This is an optimization exercise on Yosys and OpenROAD, whose aim is small area, a short achievable clock period and few clock cycles per item, not a production implementation. The RTL was checked by simulation tests, not by an equivalence proof against the original design.

## job 1782
## quad_disc_root
module quad_disc_root #(
   parameter int W_IN   = quad_pkg::W_IN_DEF,
   parameter int W_DISC = 2*W_IN + 2,
   parameter int W_ROOT = W_IN + 1
) (
   input  logic                     CLK,
   input  logic                     RST,
   input  logic                     START,
   input  logic signed [W_IN-1:0]   A,
   input  logic signed [W_IN-1:0]   B,
   input  logic signed [W_IN-1:0]   C,
   output logic                     BUSY,
   output logic                     DONE,
   output logic signed [W_DISC-1:0] DISC,
   output logic        [W_ROOT-1:0] SQRT,
   output logic                     EXACT,
   output logic        [1:0]        ST
);
For scale: roughly 110 I/O pins, ~0.036 mm^2 of cells after synthesis.
export LEC_CHECK = 0
export CAP_MARGIN = 20
export CORE_MARGIN = 2
export CORE_UTILIZATION = 60
export CTS_CLUSTER_DIAMETER = 100
export CTS_CLUSTER_SIZE = 25
export SLEW_MARGIN = 20
create_clock -name core_clock -period 13.5 [get_ports {CLK}]
run.sh (not shown) runs the stock make flow with config.mk's settings and CLKGATE_MAP_FILE= SYNTH_SCRIPT=/design/flow/synth_recipe.tcl, a recipe that flattens the netlist after the stock synthesis.
Testbench counts of job 1782, summed over its fixed seeds: cycles 2,488, items 2,400.
> inputs changed (job 1782 -> job 9276)
==> flow/flow/run.sh (new file) <==
#!/bin/bash
# Layout: the standard flow (standard.sh: ORFS synthesis through finish)
# with two changes: the buffers that ORFS puts on every input and output port
# are sky130_fd_sc_hd__buf_2 instead of the delay cell buffer_ports picks by
# default, and the timing repair after clock-tree synthesis and global routing
# aims for a setup slack margin, so it sizes the critical paths.
set -o pipefail
export BUFFER_PORTS_ARGS="-buffer_cell sky130_fd_sc_hd__buf_2"
export SETUP_SLACK_MARGIN=9.8
bash standard.sh > standard.log 2>&1
==> flow/standard.sh (new file) <==
#!/bin/bash
# synth_recipe.tcl (not shown) runs the flow's synth.tcl, then flattens the netlist and writes it again
# the make line also repeats each setting of config.mk as NAME=value (left out here)
make -C /OpenROAD-flow-scripts/flow DESIGN_CONFIG=/design/flow/config.mk WORK_HOME=/design/flow/orfs CLKGATE_MAP_FILE= SYNTH_SCRIPT=/design/flow/synth_recipe.tcl "${@:-finish}"
removed: flow/run.sh
==> summary.txt <==
- Sequential fraction of the synthesis area of job 1782 is on par with job 9276.
- Job 9276 vs job 1782, layout clock buffer count went up by 1.
- Area share of buffers outside the clock network of job 1782 is on par with job 9276.
- Diff job 1782..job 9276 | initial core utilization | unchanged
- Job 9276 — arrival time of the worst setup path 0.44 ns lower, job 1782 as reference
- In job 9276 relative to job 1782, routability congestion estimate from global placement had gone down by a few percent.
- In job 9276, clock skew is lower than in job 1782.
- [compare] base=job 1782 new=job 9276: synthesized area ~0 delta, routed via count divided by cell count +about 0.5%.
> inputs changed (job 9276 -> job 1220)
--- a/flow/flow/run.sh
+++ b/flow/flow/run.sh
@@ -9 +9 @@
-export SETUP_SLACK_MARGIN=9.8
+export SETUP_SLACK_MARGIN=9.7
## What came out
Job 1220 and job 9276 all finish clean.
Worst-case clock buffer depth came out exactly the same in job 1220 and job 9276.
Going from job 9276 to job 1220, the tightest slew margin relative to the limit was found to have gone down by 9.2 points.
Post-route core utilization delta for job 1220 relative to job 9276: 0.49 points lower
The count of cell types in the netlist of job 9276 and that of job 1220 are within noise of each other.
Compare job 1220 and job 9276 | sequential share of layout area lower: job 9276
Going from job 9276 to job 1220, global-route usage -0.43 points; cell area after layout went down 0.75%.
Edits applied to the flow inputs when going from job 1220 to job 3291:
==> flow/flow/run.sh <==
#!/bin/bash
# Layout: the standard flow (standard.sh: ORFS synthesis through finish)
# with one change: the buffers that ORFS puts on every input and output port
# are sky130_fd_sc_hd__buf_2 instead of the delay cell buffer_ports picks by
# default, so the ports' own buffers do not slow the input and output paths.
set -o pipefail
export BUFFER_PORTS_ARGS="-buffer_cell sky130_fd_sc_hd__buf_2"
bash standard.sh > standard.log 2>&1
==> comparison <==
Job 3291 reports a lower utilization than job 1220 does.
Diff job 1220 -> job 3291 | ratio of cells with drive above 1 in the final layout | decrease of 3.1 points
Between job 1220 and job 3291, the number of standard cells in the final layout excluding fillers figures differ only marginally.
Taking job 1220 as the reference, in job 3291 wire length down 0.69%; data-path buffer share of cell area in the final layout down 1.0 points.
Global routing usage on met2 for job 3291: 1.1 points up relative to job 1220
Compared job 3291 against job 1220; global-route usage within noise.
diff inputs: job 3291 => job 3474
--- a/flow/flow/run.sh
+++ b/flow/flow/run.sh
@@ -3 +3 @@
-# with one change: the buffers that ORFS puts on every input and output port
+# with two changes: the buffers that ORFS puts on every input and output port
@@ -5 +5,2 @@
-# default, so the ports' own buffers do not slow the input and output paths.
+# default, and the timing repair after clock-tree synthesis and global routing
+# aims for a setup slack margin, so it sizes the critical paths.
@@ -7,0 +9 @@
+export SETUP_SLACK_MARGIN=9.9
[summary]
First element of the critical path = DISC[32]: job 3474; first element of the critical path = neg0[2]: job 3291. Job 3291 → job 3474: routed wire length grew by 360 um; fraction of the cycle the final worst path needs saw a decrease; area of all placed cells without fillers moved up. The overall global routing resource usage on job 3291 is in line with that on job 3474. Compared with job 3291, in job 3474 average via count per standard cell decreased by 0.50% relative to the old numbers; arrival time of data at the critical path endpoint decreased by 3.33 ns relative to the old numbers.

re-timing with driven ports:
In the flow no input, the clock included, has a driving cell. The finished layouts below were timed again as built, in two steps. Step 1: set_driving_cell puts a clkbuf_16 on CLK and a buf_2 on each other input, an assumption about the parent block. Step 2 times the ports against the registers' clock, not the clock port: input delays grow and output delays shrink by t, the midpoint of the rising clock arrivals with the driver on. Three values: no drivers, after step 1, after step 2; two values: the first two.
run	shift t [ns]	setup WS [ns]	latest minus earliest clock arrival (ns)	worst data-port slew with drivers (ns)	cell pins on the clock port's net
job 1782	0.628	9.305 / 9.244 / 9.613	0.040 / 0.040	0.11	1
job 9276	0.636	9.750 / 9.690 / 9.800	0.030 / 0.030	0.11	1
job 1220	0.679	9.688 / 9.628 / 9.801	0.042 / 0.043	0.10	1
job 3291	0.678	9.586 / 9.577 / 9.586	0.022 / 0.023	0.11	1
job 3474	0.673	9.698 / 9.640 / 9.771	0.021 / 0.021	0.11	1
After both steps every run listed still meets setup and hold.
